What follows belongs to an exercise in optimizing a design on an open flow for small area, a short achievable clock period and few clock cycles; a production flow would make more cautious choices.
RTL that was checked went through simulation tests only; none was proved equivalent to the original.
Only the layout flow was run in runs 2 and 3; the RTL was not checked for function there.
No activity file was given, so power comes from the tool's default toggle rates.

==> flow/design.v, too long to show whole: its modules and the start of the top module <==
// module mac_sat_21: 914 lines
// module csa_fa: 10 lines
// module csa_ha: 9 lines
// module rescale_sat: 580 lines
// module w21_col_mac_seq: 55 lines
module w21_col_mac_seq (
    input  logic                    clk,
    input  logic                    rst,
    input  logic                    start,
    output logic [ADDR_W-1:0]       adrs_clm,
    input  logic signed [D_W-1:0]   w_in,
    input  logic signed [D_W-1:0]   x_in,
    output logic                    busy,
    output logic                    done,
    output logic signed [D_W-1:0]   result
);
  // ...
==> flow/flow/run.sh <==
#!/bin/bash
set -euo pipefail
MARGIN=$(cat flow/margin.txt)
bash standard.sh "SETUP_SLACK_MARGIN=${MARGIN}" \
  "BUFFER_PORTS_ARGS=-buffer_cell sky130_fd_sc_hd__buf_1" finish > flow_make.log 2>&1
test -s out/final.def
==> flow/flow/margin.txt <==
5.4
==> flow/standard.sh <==
#!/bin/bash
# synth_recipe.tcl (not shown) runs the flow's synth.tcl, then flattens the netlist and writes it again
# the make line also repeats each setting of config.mk as NAME=value (left out here)
make -C /OpenROAD-flow-scripts/flow DESIGN_CONFIG=/design/flow/config.mk WORK_HOME=/design/flow/orfs CLKGATE_MAP_FILE= SYNTH_SCRIPT=/design/flow/synth_recipe.tcl "${@:-finish}"
==> flow/config.mk <==
export PLATFORM = sky130hd
export DESIGN_NAME = w21_col_mac_seq
export DESIGN_NICKNAME = w21_col_mac_seq
export VERILOG_FILES = /design/flow/design.v
export SDC_FILE = /design/flow/constraint.sdc
export NUM_CORES = 4
export LEC_CHECK = 0
export ABC_CLOCK_PERIOD_IN_PS = 3000
export CAP_MARGIN = 20
export CORE_MARGIN = 2
export CORE_UTILIZATION = 55
export SLEW_MARGIN = 20
export SYNTH_HIERARCHICAL = 1
==> flow/constraint.sdc <==
create_clock -name core_clock -period 9.0 [get_ports {clk}]
set_input_delay 1.8000 -clock core_clock [delete_from_list [all_inputs] [get_ports {clk}]]
set_output_delay 1.8000 -clock core_clock [all_outputs]
set_load 0.01 [all_outputs]
==> results.txt, run 1 <==
num rows=63; CORE AREA=29,500 um^2; outcome=no timing/DRC/antenna violations; RSZ-0062 raised after global routing=false; non-filler cells, final=1,895; Yosys warnings=8; Tmin final=3520 ps; Hold Crit Endpoint=done; CTS sink cnt=179; global-route wire length before repair=70,000 um; NonClk Buf Share=2.98%; Tcrit/Tclk final=39.1%; met3 Usage GRT=5.86%; n_diodes=0; Logic inverters=41; dpl ws=4800 ps; drt drc=0; grt met1 use=41.0%; cells on worst reg2reg path=7; Worst Path Buf+Inv=0; DR vias/cell=6.00; Syn Std Cell Area=16,400 um^2; hold_sp=fin; via count=11,400; Final #Nets=1,854; final hold violation count=0; power share of the clock group=10.6%; Layout clock area frac=3.46%; GP Congestion=0.829; max FFs per register=50; final setup violation count=0; Root Buffer=clkbuf_16; max-slew violations=0; H-tree Lvls=4
Testbench counts, summed over its fixed seeds: cycles 14,504.
==> module w21_col_mac_seq, before the edit <==
module w21_col_mac_seq (
    input  logic                    clk,
    input  logic                    rst,
    input  logic                    start,
    output logic [ADDR_W-1:0]       adrs_clm,
    input  logic signed [D_W-1:0]   w_in,
    input  logic signed [D_W-1:0]   x_in,
    output logic                    busy,
    output logic                    done,
    output logic signed [D_W-1:0]   result
);
    localparam logic [ADDR_W-1:0] LAST_ADDR = ADDR_W'(N_IN - 1);
    logic [ADDR_W-1:0] addr;
    logic              run;       
    logic              first;     
    logic              last;      
    logic              fin;       
    logic              accept;
    assign accept   = start && !busy;
    assign busy     = run || last || fin;
    assign adrs_clm = addr;
    always_ff @(posedge clk or posedge rst) begin
        if (rst) begin
            addr  <= '0;
            run   <= 1'b0;
            first <= 1'b0;
            last  <= 1'b0;
            fin   <= 1'b0;
            done  <= 1'b0;
        end else begin
            first <= accept;
            last  <= run && (addr == LAST_ADDR);
            fin   <= last;
            done  <= fin;
            if (accept) begin
                run  <= 1'b1;
                addr <= ADDR_W'(1);
            end else if (run) begin
                if (addr == LAST_ADDR) begin
                    run  <= 1'b0;
                    addr <= '0;
                end else begin
                    addr <= addr + 1'b1;
                end
            end
        end
    end
    mac_sat_21 u_mac (
        .clk    (clk),
        .first  (first),
        .w_in   (w_in),
        .x_in   (x_in),
        .result (result)
    );
endmodule
==> run 2, diff against run 1 <==
--- a/flow/design.v
+++ b/flow/design.v
@@ -7,16 +7,17 @@
     localparam int NDIG   = (D_W + 1) / 2;    
     localparam logic signed [D_W-1:0] SAT_MAX = {1'b0, {(D_W-1){1'b1}}};
     localparam logic signed [D_W-1:0] SAT_MIN = {1'b1, {(D_W-1){1'b0}}};
 endpackage
 import w21_col_mac_seq_pkg::*;
 module mac_sat_21 (
     input  logic                  clk,
     input  logic                  first,      
+    input  logic                  fin,        
     input  logic signed [D_W-1:0] w_in,
     input  logic signed [D_W-1:0] x_in,
     output logic signed [D_W-1:0] result      
 );
     localparam int TREE_W = 42;
     localparam logic [ACC_W-TREE_W-1:0] K_UP = 8'd56;
     logic signed [D_W-1:0] w_q;
     logic [NDIG-1:0] one_q, two_q, neg_q;
@@ -908,24 +909,24 @@
     assign nxt_b[39] = c510;
     assign nxt_a[40] = s519;
     assign nxt_b[40] = c516;
     assign nxt_a[41] = c520;
     assign nxt_b[41] = s523;
     assign up_in = first ? K_UP : acc_a[ACC_W-1:TREE_W];
     assign nxt_a[ACC_W-1:TREE_W] = up_in + 8'(c522) + 8'(c524);
     rescale_sat u_rs (.a(acc_a), .b(acc_b), .res(res_d));
+    assign result = w_q;
     always_ff @(posedge clk) begin
-        w_q   <= w_in;
+        w_q   <= fin ? res_d : w_in;
         one_q <= one_d;
         two_q <= two_d;
         neg_q <= neg_d;
         acc_a <= nxt_a;
         acc_b <= nxt_b;
-        result <= res_d;
     end
 endmodule
 module csa_fa (
     input  logic a,
     input  logic b,
     input  logic c,
     output logic s,
     output logic co
@@ -1568,13 +1569,14 @@
                     addr <= addr + 1'b1;
                 end
             end
         end
     end
     mac_sat_21 u_mac (
         .clk    (clk),
         .first  (first),
+        .fin    (fin),
         .w_in   (w_in),
         .x_in   (x_in),
         .result (result)
     );
 endmodule
==> flow/flow/margin.txt (replaced) <==
5.6
==> flow/config.mk (replaced) <==
export PLATFORM = sky130hd
export DESIGN_NAME = w21_col_mac_seq
export DESIGN_NICKNAME = w21_col_mac_seq
export VERILOG_FILES = /design/flow/design.v
export SDC_FILE = /design/flow/constraint.sdc
export NUM_CORES = 4
export LEC_CHECK = 0
export ABC_CLOCK_PERIOD_IN_PS = 3000
export CAP_MARGIN = 20
export CORE_MARGIN = 2
export CORE_UTILIZATION = 40
export CTS_BUF_LIST = sky130_fd_sc_hd__clkbuf_8
export SLEW_MARGIN = 20
export SYNTH_HIERARCHICAL = 1
==> results.txt, run 2 <==
outcome=no timing/DRC/antenna violations; hold_sp=u_mac.acc_a[1]; critical path's most frequent cell=fa_2; register-to-register setup slack=5520 ps; Largest regs=u_mac.acc_a x50, u_mac.acc_b x41, u_mac.w_q x21; routed wire length per instance=26.6 um; num rows=73 (+16%); initial antenna violation count=3; CP max stage cell=fa_2; DR vias/cell=5.90 (-1.5%); drt drc=0 (unchanged); cells on worst reg2reg path=9 (+2); Final ANT Viol Nets=0; largest net degree at the start of global routing=36; DR iter-0 viols=1,595; maximum vdd drop=199 uV; WL met2=24,700 um; Finished Cell Area=19,100 um^2; Syn Std Cell Area=16,200 um^2 (-0.96%); Overflow after GRT=0; CP arrival=3890 ps; clock skew=24.5 ps; crit-path max FO=5; Slew @ Worst Pin=626 ps; Power Density=398 nW/um^2; max-cap violations=0; leakage=7.24 nW; gr usage total=25.2%; CTS clk-pin slew, worst paths=110 ps; Post-Syn Nets=1,869; vias in the first global route=12,900; GP Congestion=0.858 (+3.4%); Post-DP Area=16,800 um^2; area grow syn2layout=17.7%; DRT met1 WL=22,600 um; Biggest register=u_mac.acc_a; CTS Buf Count=17; CP required=9410 ps; FF-to-FF End=u_mac.acc_b[24]; Highest Signal Layer=met5; post-route setup TNS=0 ps; Root Buffer=clkbuf_8; Yosys warnings=8 (unchanged); met3 wire len=6530 um; hold buffers post-CTS=0; final setup violation count=0 (unchanged); Die W=206 um; Tmin final=3480 ps (-38.8 ps); fmax=0.287 GHz; CTS sink cnt=158 (-12%); Final #Nets=1,945 (+4.9%); layout cells sized above 1=21.3%; post-synthesis cell count=1,507; global-route wire length before repair=78,900 um (+13%); most common cell after layout, fill and taps aside=xnor2_1; Worst slew margin=57.9%; Initial Util=40.7%; IO buf count=76; final hold violation count=0 (unchanged); I/O Pins=77; RSZ-0062 raised after global routing=true; fillcell total=3,586; max-slew violations=0 (unchanged); Setup crit end kind=flip-flop; HPWL after DPL=32,000 um; clk buf depth=2; reg2reg start=first; max FFs per register=50 (unchanged); Hold Crit Endpoint=u_mac.acc_a[1]; H-tree Lvls=4 (unchanged); Tcrit/Tclk final=38.7% (-0.43 points); CORE AREA=39,900 um^2 (+35%); CP Launch Type=flip-flop; hold path cells=1; drt pass-1 iters=8; via count=12,500 (+10%); critical path's largest stage delay=580 ps; syn avg cell area=10.8 um^2; commonest non-fill, non-tap cells in the layout=xnor2_1, fa_1, a22oi_1, dfxtp_1, buf_1; Skew-Pair Late Insertion Delay=520 ps; CTS tree=done; die height=206 um; CP cell instances=buf_12 -> buf_12 -> clkbuf_16 -> or2_4 -> ha_4 -> fa_2 -> fa_2 -> fa_2 -> fa_2; Setup CP Type=reg2reg; Routed WL=56,500 um; Die Area=42,200 um^2; HP Class=reg2reg
## run 2: cell count changes in the layout (fill, tap and decap cells not counted), sizes merged, moves of 3 or more
cell	previous run	this run
buf	101	178
dfxtp	165	144
mux2	1	22
clkbuf	17	30
clkinvlp	0	3
## run 2: critical path, delay by kind of cell (launching register included)
| kind | cells | cell delay [ps] |
|---|---|---|
| fa+ha+maj | 5 | 2130 |
| simple gates | 1 | 260 |
| flops | 1 | 500 |
| buf+inv | 3 | 470 |
## run 2: through the flow
step / worst slack (ps) / instances / hold WS (ps) / power [mW] / util (%)
after global placement: 4750 / 2003 / 438 / 6.50 / 42.2
final: 5520 / 2123 / 479 / 7.61 / 47.9
after detailed placement: 4860 / 2003 / 456 / 6.59 / 42.2
after global routing: 5470 / 2121 / 494 / 8.47 / 47.9
after floorplan: 5590 / 1507 / 422 / 5.17 / -
after CTS: 5510 / 2067 / 476 / 7.27 / 44.9
## run 2: how the worst max path moves through the flow
stage / start / end / slack (ps)
2_1_floorplan: u_mac.w_q[12] / u_mac.acc_b[21] / 5590
3_3_place_gp: u_mac.w_q[18] / u_mac.acc_b[24] / 4750
3_5_place_dp: first / u_mac.acc_b[24] / 4860
4_1_cts: first / u_mac.acc_b[24] / 5510
5_1_grt: first / u_mac.acc_b[32] / 5470
6_report: first / u_mac.acc_b[24] / 5520
## run 2: power by group
group	total [mW]	switching (mW)	internal [mW]
Sequential	1.33	0.228	1.10
Clock	0.521	0.318	0.203
Combinational	5.76	3.01	2.76
## run 2: area by class of cell
cell class,instances,area [um^2],share of cell area [%]
Multi-Input combinational cell,1175,12700,66.4
Sequential cell,158,3350,17.5
Timing Repair Buffer,190,1890,9.90
Tap cell,525,657,3.43
Clock buffer,18,248,1.30
Inverter,41,154,0.805
Clock inverter,14,110,0.576
Antenna cell,2,5.00,0.0262
## run 2: routing by layer
layer	vias up	global-route usage, %
met4	2	8.43
met2	816	39.0
met5	-	0
li1	5266	-
met3	186	7.11
met1	6264	33.9
## run 2: timing repair
item	CTS	global route
endpoints found under the setup margin	90	48
resized for setup	117	125
gates cloned	2	14
pin swaps	7	41
setup buffers	30	40
==> run 3, diff against run 2 <==
==> flow/flow/margin.txt (replaced) <==
5.4
--- a/flow/config.mk
+++ b/flow/config.mk
@@ -10,5 +10,4 @@
 export CORE_MARGIN = 2
 export CORE_UTILIZATION = 40
-export CTS_BUF_LIST = sky130_fd_sc_hd__clkbuf_8
 export SLEW_MARGIN = 20
 export SYNTH_HIERARCHICAL = 1
==> results.txt, run 3 <==
CP arrival=3880 ps (about the same); vias in the first global route=12,600 (-2.6%); CTS tree=done; drt drc=0 (unchanged); clock skew=12.4 ps (-12.1 ps); commonest non-fill, non-tap cells in the layout=xnor2_1, fa_1, a22oi_1, dfxtp_1; maximum vdd drop=193 uV (-3.0%); fmax=0.282 GHz (-1.8%); total power draw=7.41 mW (-2.5%); Syn Std Cell Area=16,200 um^2 (unchanged); post-route setup TNS=0 ps (unchanged); num rows=73 (unchanged); Tmin final=3540 ps (+62.3 ps); IO buf count=76 (unchanged); most common cell after layout, fill and taps aside=xnor2_1; CTS sink cnt=158 (unchanged); FF-to-FF End=u_mac.acc_b[24]; HPWL after DPL=32,000 um (about the same); clk buf depth=2 (unchanged); global-route wire length before repair=75,100 um (-4.8%); final setup violation count=0 (unchanged); CTS clk-pin slew, worst paths=70 ps (-40 ps); GP Congestion=0.866 (+0.97%); Final ANT Viol Nets=0 (unchanged); Multi-input gate area=12,300 um^2 (-3.1%); H-tree Lvls=4 (unchanged); routed wire length per instance=23.8 um (-10%); I/O Pins=77 (unchanged); crit-path max FO=22 (+17); max-slew violations=0 (unchanged); largest net degree at the start of global routing=41 (+14%); RSZ-0062 raised after global routing=true; HP Class=reg2reg; reg2reg start=u_mac.w_q[14]; CP required=9340 ps (-70 ps); Slew @ Worst Pin=702 ps (+76.0 ps); Initial Util=40.7% (unchanged); Largest regs=u_mac.acc_a x50, u_mac.acc_b x41, u_mac.w_q x21; CP Launch Type=flip-flop; Post-Syn Nets=1,869 (unchanged); initial antenna violation count=4 (+1); Tcrit/Tclk final=39.4% (+0.69 points); CP max stage cell=dfxtp_4; Skew-Pair Late Insertion Delay=460 ps (-60 ps); area grow syn2layout=9.34%; Setup crit end kind=flip-flop; Root Buffer=clkbuf_16; Placed Cells incl. Taps=2,006 (+0.15%); syn avg cell area=10.8 um^2 (unchanged); critical path's largest stage delay=600 ps (+20 ps); Worst slew margin=52.8% (-5.2 points); Hold Crit Endpoint=fin; cells on worst reg2reg path=7 (-2); DR iter-0 viols=1,022 (-36%); final hold violation count=0 (unchanged); DR vias/cell=5.82 (-1.4%); FF/Latch Area=3320 um^2 (-0.86%); CORE AREA=39,900 um^2 (unchanged); die height=206 um (unchanged); leakage=6.68 nW (-7.7%); Overflow after GRT=0 (unchanged); max FFs per register=50 (unchanged); hold path cells=0 (-1); critical path's most frequent cell=fa_1; post-synthesis cell count=1,507 (unchanged); max-cap violations=0 (unchanged); hold buffers post-CTS=0 (unchanged); layout cells sized above 1=10.5% (-11 points); Die Area=42,200 um^2 (unchanged); Yosys warnings=8 (unchanged); non-filler cells, final=2,047 (-3.6%); via count=11,900 (-5.0%); Final #Nets=1,868 (-4.0%); Biggest register=u_mac.acc_a; Power Density=417 nW/um^2 (+4.9%); CP cell instances=a22oi_1 -> xnor2_1 -> fa_1 -> fa_1 -> fa_1 -> fa_1 -> fa_1; fillcell total=3,734 (+4.1%); outcome=no timing/DRC/antenna violations; Die W=206 um (unchanged); gr usage total=23.7% (-1.5 points); drt pass-1 iters=6 (-2); register-to-register setup slack=5460 ps (-60 ps); Setup CP Type=reg2reg; Routed WL=48,700 um (-14%); hold_sp=last; CTS Buf Count=17 (unchanged)
-- run 3: cell count changes in the layout (fill, tap and decap cells not counted), sizes merged, moves of 2 or more --
cell	before	now
buf	178	113
clkbuf	30	20
clkinv	3	5
inv	49	47
-- run 3: power by group --
part	internal [mW]	switching (mW)
registers	1.10	0.248
logic	2.49	2.84
clock network	0.379	0.355
total	3.97	3.44
-- run 3: timing repair --
item / 4_1_cts / 5_1_grt
endpoints found under the setup margin: 70 / 27
cloned: 1 / 1
resized for setup: 49 / 31
pin swaps: 0 / 4
buffers inserted: 0 / 4
-- run 3: layout make-up --
class	count	area share, %
Antenna cell	3	0.0423
Clock buffer	19	2.55
Clock inverter	13	0.697
Inverter	41	0.866
Multi-Input combinational cell	1173	69.3
Sequential cell	158	18.7
Tap cell	525	3.70
Timing Repair Buffer	115	4.11
-- run 3: routing by layer --
layer  part of all wire [%]  up-vias  track usage, %  wire (um)
li1                       -     5093               -          -
met1                     42     6098            32.3      20300
met2                     46      613            37.5      22600
met3                    9.4      104            6.10       4570
met4                    2.5        4            6.53       1220
met5                  0.043        -               0         21
-- run 3: worst max-delay path: cells and delay by family, from the launching register on --
family                   cells  cell delay (ps)
adder cells (fa/ha/maj)      5             2400
flip-flops                   1              600
XOR/XNOR                     1              230
AO/OA/AOI/OAI                1              170
-- run 3: how the worst max path moves through the flow --
stage,endpoint,cells after the start,from,slack (ps)
2_1_floorplan,u_mac.acc_b[21],8,u_mac.w_q[9],5570
3_3_place_gp,u_mac.acc_b[24],7,u_mac.w_q[18],4760
3_5_place_dp,u_mac.acc_b[21],7,u_mac.w_q[11],4840
4_1_cts,u_mac.acc_b[27],8,first,5410
5_1_grt,u_mac.acc_b[21],8,u_mac.w_q[5],5380
6_report,u_mac.acc_b[24],7,u_mac.w_q[14],5460
-- run 3: stage by stage --
stage          hold WS, ps  instance area, um^2  setup slack, ps  util, %
6_report               464                17800             5460     44.5
4_1_cts                475                17600             5410     44.0
3_5_place_dp           448                16900             4840     42.2
2_1_floorplan          422                16200             5570        -
5_1_grt                490                17800             5380     44.5
3_3_place_gp           435                16800             4760     42.2

-- afterwards: timing with drivers on the ports --
Ports are ideal in the flow. The routed layouts listed here were re-timed in OpenROAD.
Step 1 assumes that a clkbuf_16 drives the clock port and a buf_2 every other input.
Step 2 times the ports against the registers' clock, not the clock port: input delays grow and output delays shrink by t, the midpoint of the rising clock arrivals with the driver on.
Three values: ideal ports, drivers, drivers and shift; two values: the first two.
| run | t, ns | slack for setup (ns) | worst data-port slew with drivers (ns) | pins driven straight from the clock port |
|---|---|---|---|---|
| run 1 | 0.506 | 5.482 / 5.482 / 5.482 | 0.05 | 1 |
| run 2 | 0.559 | 5.521 / 5.521 / 5.521 | 0.07 | 1 |
| run 3 | 0.504 | 5.458 / 5.458 / 5.458 | 0.08 | 1 |
After both steps setup and hold are still met in every run listed.
